Source: an optimization exercise on an open RTL-to-GDS flow (aim: small area). Production flows keep margins and buffers that such runs may drop.
In this exercise RTL edits were held to simulation tests only and were not proved equivalent to the original.
Power is estimated from default activity; no workload was simulated.

Design riscv_pipeline, start of the top module:
module riscv_pipeline #(
    parameter logic [31:0] initial_pc = 32'h0040_0000
) (
    input  logic        clk,
    input  logic        rst,
    input  logic [31:0] instruction,
    input  logic [31:0] d_read_data,
    output logic [31:0] pc,
    output logic [31:0] alu_result,
    output logic [31:0] d_address,
    output logic [31:0] d_write_data,
    output logic [31:0] write_back_data,
    output logic        mem_read,
    output logic        mem_write
);
==> flow/config.mk <==
export PLATFORM = sky130hd
export DESIGN_NAME = riscv_pipeline
export DESIGN_NICKNAME = riscv_pipeline
export VERILOG_FILES = /design/flow/design.v
export SDC_FILE = /design/flow/constraint.sdc
export NUM_CORES = 4
export LEC_CHECK = 0
export CAP_MARGIN = 20
export CORE_MARGIN = 2
export CORE_UTILIZATION = 65
export CTS_BUF_LIST = sky130_fd_sc_hd__clkbuf_8
export CTS_CLUSTER_DIAMETER = 60
export CTS_CLUSTER_SIZE = 16
export SLEW_MARGIN = 20
export SYNTH_HIERARCHICAL = 1
export SYNTH_MINIMUM_KEEP_SIZE = 0
==> flow/constraint.sdc <==
create_clock -name core_clock -period 10.0 [get_ports {clk}]
set_input_delay 2.0000 -clock core_clock [delete_from_list [all_inputs] [get_ports {clk}]]
set_output_delay 2.0000 -clock core_clock [all_outputs]
set_load 0.01 [all_outputs]
standard.sh (not shown) runs the stock make flow with config.mk's settings and CLKGATE_MAP_FILE= SYNTH_SCRIPT=/design/flow/synth_recipe.tcl, a recipe that flattens the netlist after the stock synthesis.
==> flow/flow/run.sh <==
#!/bin/bash
# The standard layout (standard.sh) with two changes that only affect how
# the layout is built:
#  - single-strength buffers on the ports instead of the delay-cell buffers
#    ORFS picks by default;
#  - clock tree synthesis without dummy load cells.
set -euo pipefail
export BUFFER_PORTS_ARGS="-buffer_cell sky130_fd_sc_hd__buf_1"
export CTS_ARGS="-sink_clustering_enable -repair_clock_nets -dont_use_dummy_load -buf_list sky130_fd_sc_hd__clkbuf_8 -sink_clustering_size 16 -sink_clustering_max_diameter 60"
bash standard.sh > standard.log 2>&1
The baseline finished with timing, DRC and antenna clean.
Then changed:
--- a/flow/config.mk
+++ b/flow/config.mk
@@ -13,0 +14 @@
+export PLACE_DENSITY = 0.8
- via count climbs by 1.8%
- design area barely changes
- total power barely changes

---

riscv_pipeline, a different RTL version from the one above (not shown whole).
Size: about 1300 flip-flops.
export LEC_CHECK = 0
export CAP_MARGIN = 20
export CORE_MARGIN = 2
export CORE_UTILIZATION = 55
export CTS_BUF_LIST = sky130_fd_sc_hd__clkbuf_8
export CTS_CLUSTER_DIAMETER = 60
export CTS_CLUSTER_SIZE = 16
export SLEW_MARGIN = 20
export SYNTH_HIERARCHICAL = 1
export SYNTH_MINIMUM_KEEP_SIZE = 0
create_clock -name core_clock -period 10.0 [get_ports {clk}]
Scripts as last shown in full above: flow/flow/run.sh
Then changed:
--- a/flow/flow/run.sh
+++ b/flow/flow/run.sh
@@ -2 +2 @@
-# The standard layout (standard.sh) with two changes that only affect how
+# The standard layout (standard.sh) with three changes that only affect how
@@ -6 +6,2 @@
-#  - clock tree synthesis without dummy load cells.
+#  - clock tree synthesis without dummy load cells;
+#  - power recovery (downsizing off-critical cells) after global routing.
@@ -9,0 +11 @@
+export RECOVER_POWER=100
- CORE_UTILIZATION: 55 -> 40
The new run produced a layout that fails on capacitance limit, slew limit.
Maximum frequency decreases by 2.8%.
Critical path depth decreases by 5.
Design area increases by 0.45%.
Then changed:
--- a/flow/flow/run.sh
+++ b/flow/flow/run.sh
@@ -2 +2 @@
-# The standard layout (standard.sh) with three changes that only affect how
+# The standard layout (standard.sh) with two changes that only affect how
@@ -6,2 +6 @@
-#  - clock tree synthesis without dummy load cells;
-#  - power recovery (downsizing off-critical cells) after global routing.
+#  - clock tree synthesis without dummy load cells.
@@ -11 +9,0 @@
-export RECOVER_POWER=100
The changed run finished with timing, DRC and antenna clean.
Final cell count barely changes.
Die area does not change.
Clock-buffer cell count stays the same.
Global-route usage stays the same.
Core utilization rises by 0.33 points.

[afterwards: timing with drivers on the ports]
How much do the figures lean on ideal ports? The routed layouts below were timed once more, with nothing changed but the port constraints. Step 1 sets driving cells, clkbuf_16 on the clock port and buf_2 on the other inputs (assumed; they add their load-dependent delay and slew). Step 2 adds t to the input delays and takes it off the output delays; t is the mean of the earliest and latest rising clock arrival at the registers after step 1. Input paths then give back, and output paths get back, about the clock's delay inside the block. a / b / c = no drivers / after step 1 / after step 2; a / b = the first two.
| run | t (ns) | slack for setup (ns) | clock arrival spread, ns |
|---|---|---|---|
| the first run of note 1 | 0.775 | 0.664 / 0.599 / 1.375 | 0.119 / 0.119 |
| the second run of note 1 | 0.791 | 1.073 / 1.009 / 1.800 | 0.145 / 0.145 |
| the first run of note 2 | 0.854 | 0.656 / 0.579 / 1.433 | 0.088 / 0.088 |
| the second run of note 2 | 0.836 | 0.389 / 0.318 / 0.148 | 0.151 / 0.151 |
| the third run of note 2 | 0.842 | 0.859 / 0.788 / 1.629 | 0.151 / 0.151 |
For the second run of note 2, which loses most, drivers alone change the setup slack by -0.071 ns; drivers and shift together by -0.241 ns.
